What follows belongs to an exercise in optimizing a design on an open flow for small area; a production flow would make more cautious choices. In this exercise RTL edits were held to simulation tests only and were not proved equivalent to the original. Power figures rest on the tool's default switching activity, not on a simulated workload.

==> design/flow/design.v <==
package kyber_pkg;
  localparam int KYBER_Q        = 3329;
  localparam int KYBER_ZETA_INV = 1175;
  localparam int KYBER_N        = 128;
  localparam int KYBER_W        = 12;
  localparam int KYBER_AW       = 7;
  function automatic logic [6:0] brv7(input logic [6:0] x);
    brv7 = {x[0], x[1], x[2], x[3], x[4], x[5], x[6]};
  endfunction
endpackage
module kyber_modmul_seq
(
  input  logic        clk,
  input  logic        reset,
  input  logic        i_go,
  input  logic [11:0] i_op,
  input  logic [11:0] i_const,
  output logic        o_ready,
  output logic [11:0] o_res
);
  localparam logic [12:0] Q13 = 13'(kyber_pkg::KYBER_Q);
  logic [11:0] r_a;
  logic [11:0] r_b;
  logic [11:0] r_c;
  logic [3:0]  r_cnt;
  logic        r_run;
  logic [12:0] w_dbl;
  logic [12:0] w_dmod;
  logic [12:0] w_add;
  logic [12:0] w_amod;
  logic        w_unused_msb;
  always_comb begin
    w_dbl  = {r_a, 1'b0};
    w_dmod = (w_dbl >= Q13) ? w_dbl - Q13 : w_dbl;
    w_add  = w_dmod + (r_c[11] ? {1'b0, r_b} : 13'd0);
    w_amod = (w_add >= Q13) ? w_add - Q13 : w_add;
  end
  assign o_res        = w_amod[11:0];
  assign w_unused_msb = w_amod[12];
  assign o_ready      = r_run && (r_cnt == 4'd11);
  always_ff @(posedge clk or posedge reset) begin
    if (reset) begin
      r_a   <= '0;
      r_b   <= '0;
      r_c   <= '0;
      r_cnt <= '0;
      r_run <= 1'b0;
    end else if (i_go) begin
      r_a   <= '0;
      r_b   <= i_op;
      r_c   <= i_const;
      r_cnt <= '0;
      r_run <= 1'b1;
    end else if (r_run) begin
      r_a   <= w_amod[11:0];
      r_c   <= {r_c[10:0], 1'b0};
      r_cnt <= r_cnt + 4'd1;
      if (r_cnt == 4'd11) r_run <= 1'b0;
    end
  end
endmodule
module kyber_zeta_inv_gen
(
  input  logic        clk,
  input  logic        reset,
  input  logic        start,
  output logic        busy,
  output logic        done,
  input  logic [6:0]  ad,
  input  logic        ce,
  input  logic        oce,
  output logic [11:0] dout
);
  localparam logic [10:0] LFSR_END = 11'd1077;
  logic [10:0] r_lfsr;
  logic        r_busy;
  logic        r_fin;
  logic        r_done;
  logic [6:0]  r_ad;
  logic        r_nz;
  logic [11:0] w_rom;
  logic        w_end;
  logic        w_acc;
  logic        w_unused_oce;
  assign w_unused_oce = oce;
  assign w_end = (r_lfsr == LFSR_END);
  assign w_acc = start && !r_busy && !r_fin;
  always_ff @(posedge clk) begin
    if (r_busy) r_lfsr <= {r_lfsr[9:0], ~(r_lfsr[10] ^ r_lfsr[8])};
    else        r_lfsr <= '0;
  end
  always_ff @(posedge clk or posedge reset) begin
    if (reset) begin
      r_busy <= 1'b0;
      r_fin  <= 1'b0;
      r_done <= 1'b0;
    end else begin
      r_busy <= w_acc || (r_busy && !w_end);
      r_fin  <= r_busy && w_end;
      r_done <= r_fin || (r_done && !w_acc);
    end
  end
  always_ff @(posedge clk) begin
    if (ce) r_ad <= ad;
  end
  always_ff @(posedge clk or posedge reset) begin
    if (reset)   r_nz <= 1'b0;
    else if (ce) r_nz <= !r_busy;
  end
  always_comb begin
    case (r_ad)
      7'd0: w_rom = 12'h001;
      7'd1: w_rom = 12'h640;
      7'd2: w_rom = 12'h028;
      7'd3: w_rom = 12'h2ED;
      7'd4: w_rom = 12'h9B1;
      7'd5: w_rom = 12'h598;
      7'd6: w_rom = 12'hA8B;
      7'd7: w_rom = 12'h2AF;
      7'd8: w_rom = 12'h62F;
      7'd9: w_rom = 12'hAC8;
      7'd10: w_rom = 12'h045;
      7'd11: w_rom = 12'h21F;
      7'd12: w_rom = 12'h9E4;
      7'd13: w_rom = 12'hC40;
      7'd14: w_rom = 12'h582;
      7'd15: w_rom = 12'h8DB;
      7'd16: w_rom = 12'h9CC;
      7'd17: w_rom = 12'h54B;
      7'd18: w_rom = 12'h1C2;
      7'd19: w_rom = 12'h3A8;
      7'd20: w_rom = 12'h1BF;
      7'd21: w_rom = 12'hAEA;
      7'd22: w_rom = 12'h4D3;
      7'd23: w_rom = 12'h76F;
      7'd24: w_rom = 12'h7CC;
      7'd25: w_rom = 12'h441;
      7'd26: w_rom = 12'hCC9;
      7'd27: w_rom = 12'h11B;
      7'd28: w_rom = 12'h73D;
      7'd29: w_rom = 12'h7C6;
      7'd30: w_rom = 12'h372;
      7'd31: w_rom = 12'hBD9;
      7'd32: w_rom = 12'h973;
      7'd33: w_rom = 12'h836;
      7'd34: w_rom = 12'h0DB;
      7'd35: w_rom = 12'h357;
      7'd36: w_rom = 12'hA79;
      7'd37: w_rom = 12'h738;
      7'd38: w_rom = 12'h2C8;
      7'd39: w_rom = 12'h2AA;
      7'd40: w_rom = 12'h39F;
      7'd41: w_rom = 12'h703;
      7'd42: w_rom = 12'h1CD;
      7'd43: w_rom = 12'h763;
      7'd44: w_rom = 12'hB3D;
      7'd45: w_rom = 12'h9DA;
      7'd46: w_rom = 12'h766;
      7'd47: w_rom = 12'h3F2;
      7'd48: w_rom = 12'h586;
      7'd49: w_rom = 12'h7D9;
      7'd50: w_rom = 12'hCE0;
      7'd51: w_rom = 12'h1D0;
      7'd52: w_rom = 12'hA89;
      7'd53: w_rom = 12'h330;
      7'd54: w_rom = 12'h548;
      7'd55: w_rom = 12'hA77;
      7'd56: w_rom = 12'h4FA;
      7'd57: w_rom = 12'h41C;
      7'd58: w_rom = 12'h401;
      7'd59: w_rom = 12'h854;
      7'd60: w_rom = 12'h625;
      7'd61: w_rom = 12'h04C;
      7'd62: w_rom = 12'hBB6;
      7'd63: w_rom = 12'hBE0;
      7'd64: w_rom = 12'h497;
      7'd65: w_rom = 12'h98C;
      7'd66: w_rom = 12'h18A;
      7'd67: w_rom = 12'h4C3;
      7'd68: w_rom = 12'h8FC;
      7'd69: w_rom = 12'h5AF;
      7'd70: w_rom = 12'h845;
      7'd71: w_rom = 12'h647;
      7'd72: w_rom = 12'h98B;
      7'd73: w_rom = 12'h22A;
      7'd74: w_rom = 12'h49B;
      7'd75: w_rom = 12'h88A;
      7'd76: w_rom = 12'h8FF;
      7'd77: w_rom = 12'hB6E;
      7'd78: w_rom = 12'h8BD;
      7'd79: w_rom = 12'h20D;
      7'd80: w_rom = 12'h2DF;
      7'd81: w_rom = 12'h35F;
      7'd82: w_rom = 12'hAD0;
      7'd83: w_rom = 12'h4CE;
      7'd84: w_rom = 12'hA0C;
      7'd85: w_rom = 12'h22C;
      7'd86: w_rom = 12'hBC2;
      7'd87: w_rom = 12'h8DA;
      7'd88: w_rom = 12'h694;
      7'd89: w_rom = 12'h4D7;
      7'd90: w_rom = 12'h30C;
      7'd91: w_rom = 12'hB8A;
      7'd92: w_rom = 12'h06D;
      7'd93: w_rom = 12'h50C;
      7'd94: w_rom = 12'h407;
      7'd95: w_rom = 12'h6D1;
      7'd96: w_rom = 12'hA80;
      7'd97: w_rom = 12'hBF5;
      7'd98: w_rom = 12'h3E0;
      7'd99: w_rom = 12'hA24;
      7'd100: w_rom = 12'h3AD;
      7'd101: w_rom = 12'h37C;
      7'd102: w_rom = 12'h3FD;
      7'd103: w_rom = 12'h956;
      7'd104: w_rom = 12'h282;
      7'd105: w_rom = 12'h74C;
      7'd106: w_rom = 12'h949;
      7'd107: w_rom = 12'h5CA;
      7'd108: w_rom = 12'h604;
      7'd109: w_rom = 12'h21C;
      7'd110: w_rom = 12'h68E;
      7'd111: w_rom = 12'h65A;
      7'd112: w_rom = 12'h117;
      7'd113: w_rom = 12'h13A;
      7'd114: w_rom = 12'h495;
      7'd115: w_rom = 12'hA0D;
      7'd116: w_rom = 12'hC18;
      7'd117: w_rom = 12'h030;
      7'd118: w_rom = 12'h29B;
      7'd119: w_rom = 12'h780;
      7'd120: w_rom = 12'h8B5;
      7'd121: w_rom = 12'h411;
      7'd122: w_rom = 12'hA2E;
      7'd123: w_rom = 12'h69C;
      7'd124: w_rom = 12'h2A8;
      7'd125: w_rom = 12'hABA;
      7'd126: w_rom = 12'h238;
      7'd127: w_rom = 12'hCF0;
      default: w_rom = 12'h000;
    endcase
  end
  assign busy = r_busy;
  assign done = r_done;
  assign dout = r_nz ? w_rom : 12'd0;
endmodule
==> design/flow/run.sh <==
#!/bin/bash
# synth_recipe.tcl (not shown) runs the flow's synth.tcl, then flattens the netlist and writes it again
# the make line also repeats each setting of config.mk as NAME=value (left out here)
make -C /OpenROAD-flow-scripts/flow DESIGN_CONFIG=/design/flow/config.mk WORK_HOME=/design/flow/orfs CLKGATE_MAP_FILE= SYNTH_SCRIPT=/design/flow/synth_recipe.tcl finish
==> design/flow/config.mk <==
export PLATFORM = sky130hd
export DESIGN_NAME = kyber_zeta_inv_gen
export DESIGN_NICKNAME = kyber_zeta_inv_gen
export VERILOG_FILES = /design/flow/design.v
export SDC_FILE = /design/flow/constraint.sdc
export NUM_CORES = 4
export LEC_CHECK = 0
export CAP_MARGIN = 20
export CORE_MARGIN = 2
export CORE_UTILIZATION = 45
export SLEW_MARGIN = 20
==> design/flow/constraint.sdc <==
create_clock -name core_clock -period 6.0 [get_ports {clk}]
set_input_delay 1.2000 -clock core_clock [delete_from_list [all_inputs] [get_ports {clk}]]
set_output_delay 1.2000 -clock core_clock [all_outputs]
set_load 0.01 [all_outputs]
==> metrics.yaml <==
final_common_cell: "nand2_1"
rsz0062_at_grt: "no"
drt-vias-per-instance: 7.17
grt_max_degree: 50
worst_slack_ps: 1510
first_iter_violations: 700
synth_edf_count: 7
numClockSinks: 34
drcViolationCount: 0
port_buffers: 24
synthFlopType: "dfxtp_1"
place_ws_ps: 1350
syn_inst: 536
swShare_pct: 40.2
die-area_um2: 9380
skew_ps: 9.07
timing.rr.start: "r_ad[0]"
worst_pin_slew_ps: 907
p_comb_share_pct: 45.2
worstHoldStart: "r_lfsr[1]"
wl_per_cell_um: 23.5
first_pass_iters: 7
irDropWorstVdd_mv: 0.136
multi_input_area_um2: 2800
fin_nets: 550
fin_crit_sh_pct: 74.8
arrival_ps: 4630
cellPowerDensity_nw_per_um2: 249
crit_type: "in -> reg"
max-cap-violations: 0
ys_ff_latch: 34
cts_resized: 0
setup_violations: 0
antenna_cells: 0
die_x_um: 96.8
cts-buffers-inserted: 5
async_flop_share_pct: 11.8
postRouteAntennaNets: 0
tns_ps: 0
min_period_ps: 4490
start_util_pct: 46.7
p_int_uw: 623
wirelength_mm: 14.7
grt_pass1_vias: 4106
synth.net_count: 566
seqCellArea_um2: 771
top_level_ports: 26
p_switching_uw: 419
seqPwrFrac_pct: 31.7
drive_gt1_share_pct: 7.49
core.rowCount: 33
place_congestion: 1.02
dr_total_vias: 4489
worstSkewPairLatency_ps: 290
synth.avg_cell_area_um2: 7.23
n_fill_cell: 831
final_cell_mix: "53 x nand2_1, 45 x a21oi_1, 40 x nor2_1"
status: "timing/DRC/antenna clean"
grt.total_usage_pct: 30.4
cp.required_ps: 6140
max_freq_ghz: 0.223
finalMaxSlewViolations: 0
crit_fanout: 19
area_delta_synth_final_pct: 8.03
cts_max_level: 2
crit_path_end_kind: "flip-flop"
maxSlewHeadroom_pct: 39.5
antenna_found_initial: 0
design.core.area_um2: 8300
crit_start: "ad[0]"
grt_pass1_wl_mm: 22.9
hold_violations: 0
whs_ps: 425
yosysUniqueCellTypes: 69
overflow: 0
clk_path_buf_depth: 2
synth_warnings: 1
hold-path-cell-count: 1
worstSetupStartpointType: "primary input"
dp_hpwl_mm: 9.98
hp-class: "reg -> reg"
cts_root_buf: "clkbuf_8"
yosysSeqAreaShare_pct: 19.9
netlist_area_um2: 3880
die_h_um: 96.8
reg2reg_depth: 8
p_leak_uw: 0.00150
fin_util_pct: 50.5
clkTransAtPathRegs_ps: 70
cts_setup_buffers: 0
p_clk_share_pct: 23.1
tritoncts: "done"
cts_hold_buf: 0
-- cell families (layout without fill, tap and decap cells) --
family | after synthesis | after routing | synth area share [%]
flip-flops | 34 | 34 | 19.9
AO/OA/AOI/OAI | 215 | 215 | 37.8
XOR/XNOR | 3 | 3 | 0.678
multiplexers | 18 | 18 | 5.61
adder cells (fa/ha/maj) | 18 | 18 | 5.81
AND/OR/NAND/NOR | 179 | 179 | 22.0
buffers and inverters | 69 | 54 | 8.26
-- sequential cells by signal, summed over array words and instances (netlist names) --
register and flops:
r_done 1, r_ad 7, r_lfsr 11, r_busy 1, w_rom 12, r_nz 1, r_fin 1
-- metrics by stage --
stage,instance area (um^2),instances,power [uW]
finish,4190,626,1040
global route,4190,626,1100
CTS,4190,626,1030
detailed placement,4060,618,787
global placement,4060,618,785
floorplan,3880,536,647
-- routing by layer --
layer	vias to the layer above	track usage, %	part of all wire (%)
met5	-	0	0
met4	0	17.4	6.2
met3	84	7.59	13
met2	366	43.9	41
met1	2050	41.0	40
li1	1989	-	-
-- area by class of cell --
class	instances	share of cell area, %
multi-input cells	433	66.9
well taps	105	3.14
repair buffers	33	7.23
clock inverters	2	0.926
flip-flops and latches	34	18.4
clock buffers	6	2.24
inverters	13	1.16
-- power groups by stage --
stage	Combinational (uW)	Clock, uW	Sequential (uW)
2_1_floorplan	328	0	320
3_3_place_gp	452	0	333
3_5_place_dp	452	0	335
4_1_cts	454	247	331
5_1_grt	502	259	337
6_report	471	241	330
-- path summary, 6_finish.rpt --
path	end	slack, ps
max reg2reg	w_rom[1]	2510
max	w_rom[1]	1510
min reg2reg	r_fin	430
min in group asynchronous	r_done	1080
min	r_fin	430
max in group asynchronous	r_nz	4770
-- cell usage after synthesis (3+ instances only) --
cell type	count	area, um^2
o2bb2ai_1	3	26.3
a31oi_1	19	119
edfxtp_1	7	210
ha_1	18	225
a221oi_1	7	61.3
and2_1	26	163
dfrtp_1	4	100
clkbuf_1	26	97.6
buf_2	22	110
o21a_1	4	30.0
a32o_1	3	30.0
o32ai_1	8	70.1
nand3_1	18	90.1
buf_6	4	45.0
mux2i_1	10	100
a21oi_1	45	225
mux2_2	4	45.0
a31o_1	3	26.3
o2111ai_1	7	61.3
nor2_1	40	150
buf_1	3	11.3
nand2b_1	6	37.5
o21ai_1	7	35.0
o21ai_0	36	180
or3_1	3	18.8
dfxtp_1	23	460
o22ai_1	6	37.5
a22oi_1	4	30.0
a211oi_1	12	90.1
nand2_1	53	199
nor2b_1	5	31.3
o211ai_1	15	113
inv_2	3	11.3
nor3_1	15	75.1
inv_1	10	37.5
o31ai_1	3	22.5
-- critical path: stages --
cell and delay (ps):
clkdlybuf4s50_1 600, mux2i_2 650, ha_1 620, nor2b_1 280, o32ai_1 500, a22oi_1 130, nand3_1 110, nand2_1 70
o32ai_1 450

==> afterwards: timing with drivers on the ports <==
How much do the figures lean on ideal ports? The routed layout below was timed once more, with nothing changed but the port constraints. Step 1 assumes that a clkbuf_16 drives the clock port and a buf_2 every other input. Step 2 also shifts input and output timing later by t, the mid clock arrival at the registers, as if the neighbouring blocks saw the same clock. a / b / c = ideal ports / drivers / drivers and shift; a / b = the first two.
t (ns): 0.325
setup WS [ns]: 1.510 / 1.524 / 1.199
hold WS [ns]: 0.425 / 0.425 / 0.425
latest minus earliest clock arrival (ns): 0.009 / 0.009
After both steps setup and hold are still met in this run. The setup slack of this run moves by +0.014 ns with the drivers and by -0.311 ns with both steps.
